From an optimization exercise on the open Yosys and OpenROAD flow, aimed at small area, a short achievable clock period and few clock cycles per item; shortcuts taken in it are not production practice. In this exercise RTL edits were held to simulation tests only and were not proved equivalent to the original. Power figures rest on the tool's default switching activity, not on a simulated workload.

### flow/config.mk
export PLATFORM = sky130hd
export DESIGN_NAME = timing_wheel_scheduler
export DESIGN_NICKNAME = timing_wheel_scheduler
export VERILOG_FILES = /design/flow/design.v
export SDC_FILE = /design/flow/constraint.sdc
export NUM_CORES = 4
export LEC_CHECK = 0
export ABC_CLOCK_PERIOD_IN_PS = 3300
export CAP_MARGIN = 20
export CORE_MARGIN = 2
export CORE_UTILIZATION = 70
export CTS_BUF_LIST = sky130_fd_sc_hd__clkbuf_16
export CTS_CLUSTER_DIAMETER = 70
export CTS_CLUSTER_SIZE = 24
export SETUP_SLACK_MARGIN = 4.2
export SLEW_MARGIN = 20
export TNS_END_PERCENT = 100
### flow/constraint.sdc
create_clock -name core_clock -period 8.0 [get_ports {clk_i}]
set_input_delay 1.6000 -clock core_clock [delete_from_list [all_inputs] [get_ports {clk_i}]]
set_output_delay 1.6000 -clock core_clock [all_outputs]
set_load 0.01 [all_outputs]
### flow/design.v
`timescale 1ns / 1ps
`default_nettype none
package tws_pkg;
  localparam logic [1:0] KIND_ADD    = 2'd0;
  localparam logic [1:0] KIND_REMOVE = 2'd1;
  localparam logic [1:0] KIND_TICK   = 2'd2;
  localparam logic [1:0] KIND_NONE   = 2'd3;
  localparam logic [2:0] ST_ADDED    = 3'd0;
  localparam logic [2:0] ST_REJECTED = 3'd1;
  localparam logic [2:0] ST_REMOVED  = 3'd2;
  localparam logic [2:0] ST_EXPIRED  = 3'd3;
  localparam logic [2:0] ST_DONE     = 3'd4;
  localparam int unsigned DelayW  = 24;
  localparam int unsigned PeriodW = 16;
  localparam int unsigned IdW     = 5;
  localparam int unsigned QW      = 23;
  localparam int unsigned NTimers = 32;
endpackage
`default_nettype wire
`timescale 1ns / 1ps
`default_nettype none
module tws_front (
  input  wire logic                         clk_i,
  input  wire logic                         rst_ni,
  input  wire logic                         load_i,
  input  wire logic [tws_pkg::QW-1:0]       ld_d_i,
  input  wire logic [4:0]                   ld_lz_i,    
  input  wire logic [tws_pkg::IdW-1:0]      ld_id_i,
  input  wire logic                         ld_n_i,
  input  wire logic                         ld_dead_i,
  input  wire logic                         kill_i,
  input  wire logic [15:0]                  pn_i,
  input  wire logic [17:0]                  pn3_i,
  input  wire logic [3:0]                   pz_i,
  input  wire logic                         p_one_i,    
  input  wire logic                         tick_i,
  input  wire logic [tws_pkg::QW-1:0]       t_i,
  output logic                              busy_o,     
  output logic                              can_load_o,
  output logic                              tick_ok_o,
  output logic                              zero_hit_o,
  output logic [tws_pkg::IdW-1:0]           id_o,
  output logic                              wv_o,       
  output logic [tws_pkg::IdW-1:0]           wid_o,
  output logic [tws_pkg::QW-1:0]            wq_o,
  output logic [4:0]                        wn_o,
  output logic [tws_pkg::QW-1:0]            wbase_o
);
  localparam int unsigned QW = tws_pkg::QW;
  logic                 dv_q, dead_q;
  logic [4:0]           dj_q;
  logic [15:0]          rem_q;
  logic [7:0]           str_q;
  logic [QW-1:0]        quo_q;
  logic [tws_pkg::IdW-1:0] id_q;
  logic [4:0]           n_q;
  logic                 qnz_q;
  logic                 zhit_q;     
  logic                 wv_q, wdead_q;
  logic fin;
  assign fin        = dv_q && (dj_q <= 5'd2);
  assign can_load_o = !dv_q || fin;
  assign busy_o     = dv_q && !dead_q;
  assign id_o       = id_q;
  assign wv_o       = wv_q && !wdead_q;
  logic pow_gt_n;
  always_comb begin
    unique case (dj_q)
      5'd0:    pow_gt_n = n_q == 5'd0;
      5'd1:    pow_gt_n = n_q[4:1] == 4'd0;
      5'd2:    pow_gt_n = n_q[4:2] == 3'd0;
      5'd3:    pow_gt_n = n_q[4:3] == 2'd0;
      5'd4:    pow_gt_n = !n_q[4];
      default: pow_gt_n = 1'b1;
    endcase
  end
  assign zero_hit_o = dv_q && zhit_q;
  assign tick_ok_o  = !busy_o || (dj_q == 5'd0) || (qnz_q && pow_gt_n);
  logic [15:0]   rem_n;
  logic [7:0]    str_n;
  logic [QW-1:0] quo_n;
  logic          qnz_n;
  always_comb begin
    logic [17:0] trial;
    logic [18:0] d1, d2, d3;
    trial = {rem_q, str_q[7:6]};
    d1 = {1'b0, trial} - {3'b0, pn_i};
    d2 = {1'b0, trial} - {2'b0, pn_i, 1'b0};
    d3 = {1'b0, trial} - {1'b0, pn3_i};
    rem_n = rem_q;
    str_n = str_q;
    quo_n = quo_q;
    qnz_n = qnz_q;
    if (dj_q >= 5'd2) begin
      str_n = {str_q[5:0], 2'b00};
      if (!d3[18]) begin
        rem_n = d3[15:0]; quo_n = {quo_q[QW-3:0], 2'd3};
      end else if (!d2[18]) begin
        rem_n = d2[15:0]; quo_n = {quo_q[QW-3:0], 2'd2};
      end else if (!d1[18]) begin
        rem_n = d1[15:0]; quo_n = {quo_q[QW-3:0], 2'd1};
      end else begin
        rem_n = trial[15:0]; quo_n = {quo_q[QW-3:0], 2'd0};
      end
      qnz_n = qnz_q || !d1[18];
    end else if (dj_q == 5'd1) begin
      str_n = {str_q[6:0], 1'b0};
      if (!d2[18]) begin
        rem_n = d2[16:1]; quo_n = {quo_q[QW-2:0], 1'b1}; qnz_n = 1'b1;
      end else begin
        rem_n = trial[16:1]; quo_n = {quo_q[QW-2:0], 1'b0};
      end
    end
  end
  logic [4:0]    lz;
  logic [QW-1:0] xn;
  logic [5:0]    k0p, k0p2, k0p3;
  always_comb begin
    lz   = ld_lz_i;
    xn   = ld_d_i << lz;
    k0p  = 6'd8 + {2'b0, pz_i};
    k0p2 = 6'd6 + {2'b0, pz_i};
    k0p3 = 6'd5 + {2'b0, pz_i};
  end
  always_ff @(posedge clk_i or negedge rst_ni) begin
    if (!rst_ni) begin
      dv_q <= 1'b0;
      wv_q <= 1'b0;
    end else begin
      if (load_i) dv_q <= 1'b1;
      else if (fin) dv_q <= 1'b0;
      wv_q <= fin;
    end
  end
  always_ff @(posedge clk_i) begin
    if (fin) begin
      wdead_q <= dead_q || kill_i;
      wid_o   <= id_q;
      wq_o    <= quo_n;
      wn_o    <= n_q + 5'(tick_i);
      wbase_o <= t_i - QW'(n_q);
    end
    if (load_i) begin
      rem_q  <= {1'b0, xn[QW-1:8]};
      str_q  <= xn[7:0];
      quo_q  <= p_one_i ? ld_d_i : '0;
      qnz_q  <= ld_n_i ? ({1'b0, lz} <= k0p3) : ({1'b0, lz} <= k0p2);
      dj_q   <= (k0p > {1'b0, lz} && !p_one_i && !ld_dead_i) ? 5'(k0p - {1'b0, lz}) : 5'd0;
      id_q   <= ld_id_i;
      n_q    <= 5'(ld_n_i);
      dead_q <= ld_dead_i;
      zhit_q <= !ld_dead_i && !ld_n_i && (p_one_i ? (ld_d_i == '0) : (k0p <= {1'b0, lz})) ||
                !ld_dead_i && ld_n_i && p_one_i && (ld_d_i == QW'(1));
    end else if (dv_q) begin
      zhit_q <= 1'b0;
      rem_q  <= rem_n;
      str_q  <= str_n;
      quo_q  <= quo_n;
      qnz_q  <= qnz_n;
      dj_q   <= (dj_q > 5'd2) ? dj_q - 5'd2 : 5'd0;
      n_q    <= n_q + 5'(tick_i);
      dead_q <= dead_q || kill_i;
    end
  end
endmodule
`default_nettype wire
`timescale 1ns / 1ps
`default_nettype none
module tws_back (
  input  wire logic                            clk_i,
  input  wire logic                            we_i,
  input  wire logic [tws_pkg::IdW-1:0]         wid_i,
  input  wire logic [tws_pkg::QW-1:0]          wdata_i,
  input  wire logic [tws_pkg::QW-1:0]          tick_i,
  output logic      [tws_pkg::NTimers-1:0]     match_o
);
  logic [tws_pkg::NTimers-1:0][tws_pkg::QW-1:0] exp_q;
  always_ff @(posedge clk_i) begin
    for (int i = 0; i < tws_pkg::NTimers; i++)
      if (we_i && wid_i == tws_pkg::IdW'(i)) exp_q[i] <= wdata_i;
  end
  always_comb begin
    for (int i = 0; i < tws_pkg::NTimers; i++) match_o[i] = (exp_q[i] == tick_i);
  end
endmodule
`default_nettype wire
`timescale 1ns / 1ps
`default_nettype none
module timing_wheel_scheduler #(
  parameter int unsigned WHEEL_SLOTS = 64,
  parameter int unsigned MAX_TIMERS  = 32
) (
  input  wire logic                        clk_i,
  input  wire logic                        rst_ni,
  input  wire logic                        push,
  output logic                             full,
  input  wire logic [1:0]                  kind_i,
  input  wire logic [tws_pkg::IdW-1:0]     timer_id_i,
  input  wire logic signed [tws_pkg::DelayW-1:0] delay_ms_i,
  output logic                             empty,
  input  wire logic                        pop,
  output logic [2:0]                       status_o,
  output logic [tws_pkg::IdW-1:0]          expired_id_o,
  output logic                             last_o,
  input  wire logic                        cfg_valid_i,
  output logic                             cfg_ready_o,
  input  wire logic [tws_pkg::PeriodW-1:0] cfg_data_i
);
  localparam int unsigned QW = tws_pkg::QW;
  localparam int unsigned NT = tws_pkg::NTimers;
  localparam int unsigned IW = tws_pkg::IdW;
  assign cfg_ready_o = 1'b1;
  logic          a_v, b_v;
  logic [1:0]    a_kind, b_kind;
  logic [IW-1:0] a_id, b_id;
  logic [23:0]   a_d, b_d;
  logic          a_take;
  logic          p_dirty_q;
  assign full = b_v || p_dirty_q;
  logic acc;
  assign acc = push && !full;
  always_ff @(posedge clk_i or negedge rst_ni) begin
    if (!rst_ni) begin
      a_v <= 1'b0;
      b_v <= 1'b0;
    end else begin
      if (a_take || !a_v) begin
        a_v <= b_v || acc;
        b_v <= 1'b0;
      end else if (acc) begin
        b_v <= 1'b1;
      end
    end
  end
  always_ff @(posedge clk_i) begin
    if (a_take || !a_v) begin
      if (b_v) begin
        a_kind <= b_kind; a_id <= b_id; a_d <= b_d;
      end else begin
        a_kind <= kind_i; a_id <= timer_id_i; a_d <= delay_ms_i;
      end
    end
    if (!b_v) begin
      b_kind <= kind_i; b_id <= timer_id_i; b_d <= delay_ms_i;
    end
  end
  logic [15:0] p_q, pn_q;
  logic [17:0] pn3_q;           
  logic        pn_rdy_q;
  logic [3:0]  pz_q;
  logic        inflight;
  logic        w_v;
  logic        div_busy;
  assign inflight = a_v || b_v || w_v || div_busy;
  always_ff @(posedge clk_i or negedge rst_ni) begin
    if (!rst_ni) begin
      p_q       <= 16'd10;
      pn_q      <= 16'hA000;
      pz_q      <= 4'd12;
      pn_rdy_q  <= 1'b1;
      p_dirty_q <= 1'b0;
    end else begin
      if (cfg_valid_i) p_q <= cfg_data_i;
      p_dirty_q <= cfg_valid_i || (p_dirty_q && inflight);
      pn_rdy_q <= pn_q[15] && !(p_dirty_q && !inflight);
      if (p_dirty_q && !inflight) begin
        pn_q <= (p_q == 16'd0) ? 16'd1 : p_q;
        pz_q <= 4'd0;
      end else if (!pn_q[15]) begin
        pn_q <= {pn_q[14:0], 1'b0};
        pz_q <= pz_q + 4'd1;
      end
    end
  end
  logic [NT-1:0]  active_q;
  logic [QW-1:0]  t_q;
  logic           tick_v;       
  logic [NT-1:0]  exp_q;        
  logic           h_v, s_v;
  logic [2:0]     h_st, s_st;
  logic [IW-1:0]  h_id, s_id;
  logic [QW-1:0]  w_d;
  logic [4:0]     w_lz;         
  logic [IW-1:0]  w_id;
  logic           w_dead;       
  logic           w_ge;         
  logic           w_t;          
  logic           w_live;
  assign w_live = w_v && !w_dead;
  logic          div_can_load, div_tick_ok, div_load, div_zero_hit;
  logic [IW-1:0] div_id;
  logic          wv;
  logic [IW-1:0] wid;
  logic [QW-1:0] wq, wbase;
  logic [4:0]    wn;
  logic          tick_take;
  logic [QW-1:0] ld_d;
  logic [IW-1:0] ld_id;
  logic          ld_dead, div_kill;
  logic [NT-1:0] match;
  tws_back u_back (
    .clk_i,
    .we_i    (wv),
    .wid_i   (wid),
    .wdata_i (wbase + wq),
    .tick_i  (t_q),
    .match_o (match)
  );
  tws_front u_front (
    .clk_i, .rst_ni,
    .load_i     (div_load),
    .ld_d_i     (ld_d),
    .ld_lz_i    (w_live ? w_lz : a_lz),
    .ld_id_i    (ld_id),
    .ld_n_i     (w_live && (w_t || tick_take)),
    .ld_dead_i  (ld_dead),
    .kill_i     (div_kill),
    .pn_i       (pn_q),
    .pn3_i      (pn3_q),
    .pz_i       (pz_q),
    .p_one_i    (pz_q == 4'd15 && pn_q == 16'h8000),
    .tick_i     (tick_take),
    .t_i        (t_q),
    .busy_o     (div_busy),
    .can_load_o (div_can_load),
    .tick_ok_o  (div_tick_ok),
    .zero_hit_o (div_zero_hit),
    .id_o       (div_id),
    .wv_o       (wv),
    .wid_o      (wid),
    .wq_o       (wq),
    .wn_o       (wn),
    .wbase_o    (wbase)
  );
  logic can_emit;
  assign can_emit = !s_v;
  logic a_add, a_rem, a_tick, a_none, a_neg, a_act, add_go, tick_ok, ld_ok;
  assign a_add  = a_kind == tws_pkg::KIND_ADD;
  assign a_rem  = a_kind == tws_pkg::KIND_REMOVE;
  assign a_tick = a_kind == tws_pkg::KIND_TICK;
  assign a_none = a_kind == tws_pkg::KIND_NONE;
  assign a_neg  = a_d[23];
  assign a_act  = active_q[a_id];
  assign ld_ok  = div_can_load && pn_rdy_q;
  assign add_go = !w_live || ld_ok;
  assign tick_ok = (!w_live || (w_ge && !w_t)) && div_tick_ok;
  assign a_take = a_v && !tick_v &&
                  (a_none || (can_emit && (a_rem || (a_add && (a_neg || add_go)) ||
                                           (a_tick && tick_ok))));
  assign tick_take = a_take && a_tick;
  logic [QW-1:0] t_inc;
  assign t_inc = t_q + QW'(1);
  logic [NT-1:0] a_onehot;
  always_comb begin
    for (int i = 0; i < NT; i++) a_onehot[i] = a_id == IW'(i);
  end
  logic add_take, live_take;
  assign add_take  = a_take && a_add && !a_neg;    
  assign live_take = add_take && !a_act;           
  assign div_load = ld_ok && (w_live || add_take);
  assign ld_d     = w_live ? w_d : a_d[QW-1:0];
  assign ld_id    = w_live ? w_id : a_id;
  assign ld_dead  = w_live ? (live_take && a_id == w_id) : a_act;
  assign div_kill = live_take && a_id == div_id;
  logic w_in;
  assign w_in = add_take && (w_live || !ld_ok);
  logic [4:0] a_lz;
  always_comb begin
    a_lz = 5'd23;
    for (int i = 0; i < QW; i++) if (a_d[i]) a_lz = 5'(QW - 1 - i);
  end
  logic [QW-1:0] hi_mask;
  always_comb begin
    for (int i = 0; i < QW; i++) hi_mask[i] = (5'(i) + {1'b0, pz_q}) >= 5'd16;
  end
  logic [NT-1:0] hits, pend_mask, wr_hit, dz_hit;
  always_comb begin
    for (int i = 0; i < NT; i++) begin
      pend_mask[i] = (div_busy && div_id == IW'(i)) || (w_live && w_id == IW'(i)) ||
                     (wv && wid == IW'(i));
      dz_hit[i]    = div_zero_hit && div_id == IW'(i);
      wr_hit[i]    = wv && wid == IW'(i) && wq == QW'(wn);
    end
    hits = active_q & ((match & ~pend_mask) | wr_hit | dz_hit);
  end
  logic [NT-1:0] pe_in, exp_rest;
  logic [IW-1:0] pe_idx;
  logic          pe_any;
  always_comb begin
    exp_rest = exp_q & (exp_q - NT'(1));
    pe_in  = tick_v ? exp_rest : hits;
    pe_any = |pe_in;
    pe_idx = '0;
    for (int i = NT - 1; i >= 0; i--) if (pe_in[i]) pe_idx = IW'(i);
  end
  logic          em_v;
  logic [2:0]    em_st;
  logic [IW-1:0] em_id;
  always_comb begin
    em_v  = 1'b0;
    em_st = tws_pkg::ST_DONE;
    em_id = '0;
    if (tick_v) begin
      em_v = can_emit;
      if (pe_any) begin em_st = tws_pkg::ST_EXPIRED; em_id = pe_idx; end
    end else if (a_take && !a_none) begin
      em_v = 1'b1;
      if (a_rem) em_st = tws_pkg::ST_REMOVED;
      else if (a_add) em_st = (a_neg || a_act) ? tws_pkg::ST_REJECTED : tws_pkg::ST_ADDED;
      else if (pe_any) begin em_st = tws_pkg::ST_EXPIRED; em_id = pe_idx; end
    end
  end
  always_ff @(posedge clk_i or negedge rst_ni) begin
    if (!rst_ni) begin
      active_q <= '0;
      t_q      <= '0;
      tick_v   <= 1'b0;
      w_v      <= 1'b0;
      h_v      <= 1'b0;
      s_v      <= 1'b0;
    end else begin
      if (tick_v) begin
        if (can_emit && !pe_any) tick_v <= 1'b0;
      end else if (tick_take) begin
        t_q      <= t_inc;
        active_q <= active_q & ~hits;
        tick_v   <= pe_any;
      end else if (add_take) begin
        active_q <= active_q | a_onehot;
      end else if (a_take && a_rem) begin
        active_q <= active_q & ~a_onehot;
      end
      if (w_in) w_v <= 1'b1;
      else if (w_dead || div_load) w_v <= 1'b0;
      if (!h_v || pop) begin
        h_v <= s_v || em_v;
        s_v <= 1'b0;
      end else if (em_v) begin
        s_v <= 1'b1;
      end
    end
  end
  always_ff @(posedge clk_i) begin
    pn3_q <= {2'b0, pn_q} + {1'b0, pn_q, 1'b0};
    if (w_in) w_t <= 1'b0;
    else if (tick_take) w_t <= 1'b1;
    if (tick_v ? can_emit : tick_take) exp_q <= tick_v ? exp_rest : hits;
    if (w_in) begin
      w_d    <= a_d[QW-1:0];
      w_lz   <= a_lz;
      w_id   <= a_id;
      w_ge   <= |(a_d[QW-1:0] & hi_mask);
      w_dead <= a_act;
    end
    if (!h_v || pop) begin
      if (s_v) begin h_st <= s_st; h_id <= s_id; end
      else begin h_st <= em_st; h_id <= em_id; end
    end
    if (!s_v) begin s_st <= em_st; s_id <= em_id; end
  end
  assign empty        = !h_v;
  assign status_o     = h_st;
  assign expired_id_o = h_id;
  assign last_o       = h_st != tws_pkg::ST_EXPIRED;
endmodule
`default_nettype wire
### flow/run.sh
#!/bin/bash
# synth_recipe.tcl (not shown) runs the flow's synth.tcl, then flattens the netlist and writes it again
# the make line also repeats each setting of config.mk as NAME=value (left out here)
make -C /OpenROAD-flow-scripts/flow DESIGN_CONFIG=/design/flow/config.mk WORK_HOME=/design/flow/orfs CLKGATE_MAP_FILE= SYNTH_SCRIPT=/design/flow/synth_recipe.tcl finish
==> notes.md <==
-- registers in the layout, indices dropped and copies added, names as in the netlist, 8 cells and up, named ones only --
register	cells
t_q	23
u_front.wbase_o	23
pn_q	16
u_front.str_q	8
u_front.rem_q	16
u_front.quo_q	23
pn3_q	18
a_d	24
b_d	24
p_q	16
u_back.exp_q	736
exp_q	32
w_d	23
u_front.wq_o	23
-- through the flow --
| step | total power [mW] | setup slack, ns | hold WS, ns | instances |
|---|---|---|---|---|
| final | 19.6 | 3.87 | 0.475 | 5831 |
| after global routing | 20.4 | 3.88 | 0.493 | 5825 |
| after CTS | 19.0 | 3.98 | 0.470 | 5745 |
| after detailed placement | 15.3 | 3.08 | 0.459 | 5485 |
| after global placement | 15.2 | 3.02 | 0.448 | 5483 |
| after floorplan | 12.9 | 4.07 | 0.417 | 4500 |
-- synthesized netlist by cell type (90+ instances only) --
library cell  number
edfxtp_1         959
nand4_1          119
o21ai_0          204
nor4_1           136
inv_1            125
clkbuf_1         124
ha_1             127
mux2i_1          132
xor2_1           399
dfrtp_1           94
nor2_1           238
nand2_1          229
a21oi_1          141
xnor2_1          474
nor3_1            90
-- report_power, final --
group | internal, mW | leakage [nW] | switching (mW) | total [mW]
combinational | 3.16 | 11.6 | 5.09 | 8.25
clock | 1.40 | 0.913 | 1.93 | 3.33
sequential | 7.37 | 10.5 | 0.654 | 8.03
-- per-layer routing --
metal  GRT usage [%]  up-vias  routed length, um
li1                -    17100                  -
met5               0        -                 26
met4            29.8        4              16100
met3            9.64      949              26100
met1            54.7    19900              59200
met2            68.1     3458              83400
-- cells by family after synthesis --
kind of cell	Yosys count	synth area share [%]
multiplexers	201	4.01
flip-flops	1123	58.3
adder cells (fa/ha/maj)	135	3.11
XOR/XNOR	873	13.7
other	1	0.00670
AND/OR/NAND/NOR	1111	10.2
AO/OA/AOI/OAI	706	8.27
buffers and inverters	350	2.45
-- what timing repair did --
action                                  4_1_cts  5_1_grt
resized for setup                           237      105
endpoints found under the setup margin      409      329
setup buffers                               139       73
pin swaps                                    64       50
gates cloned                                 26        6
-- final timing paths --
kind | start | to | cells after the start
setup / recovery | w_id[0] | h_st[0] | 11
hold / removal | s_id[4] | s_id[4] | 2
setup reg to reg | w_id[0] | h_st[0] | 11
hold reg to reg | s_id[4] | s_id[4] | 2
max in group asynchronous | rst_ni | t_q[3] | 2
min in group asynchronous | rst_ni | p_q[7] | 1
-- worst max-delay path: cells and delay by family, from the launching register on --
kind / cells / cell delay [ns]
AO/OA/AOI/OAI: 3 / 0.82
flip-flops: 1 / 0.56
AND/OR/NAND/NOR: 7 / 2.23
multiplexers: 1 / 0.29
-- cell type report --
class | instances | area [um^2]
clock buffer | 57 | 1430
tap | 1050 | 1310
clock inverter | 38 | 312
timing repair buffer | 379 | 3790
antenna | 6 | 15.0
fill | 4450 | 15100
inverter | 125 | 480
sequential | 1123 | 32700
timing repair inverter | 1 | 5.00
multi-input combinational | 3052 | 23900
-- layout by cell type, fill, tap and decap left out, types with 77 or more instances in the layout --
cell / synthesis / layout
nand2_1: 229 / 223
buf_4: 1 / 243
o21ai_0: 204 / 191
ha_1: 127 / 125
mux2i_1: 132 / 130
nor4_1: 136 / 93
nor2_1: 238 / 207
edfxtp_1: 959 / 959
inv_1: 125 / 138
nand4_1: 119 / 119
xor2_1: 399 / 393
a21oi_1: 141 / 125
xnor2_1: 474 / 455
nor3_1: 90 / 77
==> flow_summary.toml <==
[critical_path]
cpMaxStageDelayCell = "nor2_1"
cp_max_fo = 6
cp_common_cell = "nor3_4"
arrival_ns = 4.58
rrSetupSlack_ns = 3.87
end_kind = "flop"
critPathKind = "reg -> reg"
path_cells = "nor2_1 > nand4_1 > o211ai_1 > nor3_4 > o41a_1 > nor2_2 > nand4b_1 > nor3_4 > and2b_4 > o22ai_2 > mux2_4"
max_stage_delay_ns = 0.78
start_kind = "flop"
critPathRequiredTime_ns = 8.45

[floorplan]
placementRows = 103
ios = 64
initial_utilization_pct = 70.8
die_area_mm2 = 0.0822
core-area_mm2 = 0.0790
die_x_um = 287
die_height_um = 287

[cts]
cts_tree = "built"
cts.sinks = 1123
clk_latency_ns = 0.71
cts_hold_buf = 0
ctsRootBufferMaster = "clkbuf_16"
cts_inserted_buffers = 57
cts_buffer_depth = 3
htreeDepth = 2
path_clk_slew_ns = 0.10

[layout]
finish.instance_area_mm2 = 0.0639
nets = 4925
area_growth_syn_to_layout_pct = 14.3
postLayoutCoreUtil_pct = 80.9
drive_gt1_share_pct = 17.1

[grt]
grt_max_degree = 70
grt_pass1_vias = 39400
grt_pass1_wl_mm = 259
antenna_found_initial = 7
grt_usage_pct = 43.6
grt-ovfl-total = 0

[yosys]
netlist.area_leader.share_pct = 51.5
yosys_warnings = 3
seq_area_frac_synth_pct = 58.3
netlist_area_mm2 = 0.0559
synth-async-reset-ratio_pct = 8.99
yosys.area.top_type = "edfxtp_1"
ys_ff_latch = 1123
synth_ff_type = "edfxtp_1"
avgSynthCellArea_um2 = 12.4
syn_inst = 4500
synth_nets = 4686
synth-edff-count = 959
yosysUniqueCellTypes = 91
netlist_top_cells_area = "edfxtp_1 51%, xnor2_1 7.4%, xor2_1 6.2%"

[sta]
tightest_slew_ns = 1.16
maxSlewViolCount = 0
setup_violations = 0
clock.fmax_mhz = 242
period_needed_ns = 4.13
setup_tns_ns = 0
hold_viol_final = 0
skew_ns = 0.0471
maxSlewHeadroom_pct = 22.3
finalCritPeriodShare_pct = 51.7
rsz0062_at_grt = "yes"

[route]
dr.pass1.iters = 6
vias_per_cell = 7.11
drc = 0
post_drt_wl_per_cell_um = 31.7
num_vias = 41400
route.antenna.remaining_nets = 0
wl_mm = 185
first_iter_violations = 6427

[power_and_ir_drop]
power.static_leakage_nw = 23.0
ir_drop_uv = 309
powerDensity_mw_per_mm2 = 307

[hold_path]
min_path_type = "reg -> reg"

[place]
finalWeightedCongestion = 1.01
port_buffers = 62
placed_area_mm2 = 0.0583
hpwlAfterDp_mm = 106

[run_status]
status = "no timing/DRC/antenna violations"

[run]
max-cap-violations = 0
Testbench counts, summed over its fixed seeds: cycles 3,713, items 3,200.

[re-timing with driven ports]
In the flow no input, the clock included, has a driving cell. The finished layout below was timed again as built, in two steps. Step 1 (the two cells are an assumption about what drives the block):
set clk [get_ports {clk_i}]
set_driving_cell -lib_cell sky130_fd_sc_hd__clkbuf_16 $clk
set_driving_cell -lib_cell sky130_fd_sc_hd__buf_2 [delete_from_list [all_inputs] $clk]
Step 2 also shifts input and output timing later by t, the mid clock arrival at the registers, as if the neighbouring blocks saw the same clock. Slacks: ideal / step 1 / step 2; pairs: ideal / step 1.
t (ns): 0.752
setup WS [ns]: 3.865 / 3.865 / 3.865
hold slack, ns: 0.475 / 0.475 / 0.475
worst register clock-pin slew, ns: 0.11 / 0.11
pins driven straight from the clock port: 1
After both steps this run still meets setup and hold. The setup slack of this run moves by 0.000 ns with the drivers and by 0.000 ns with both steps.
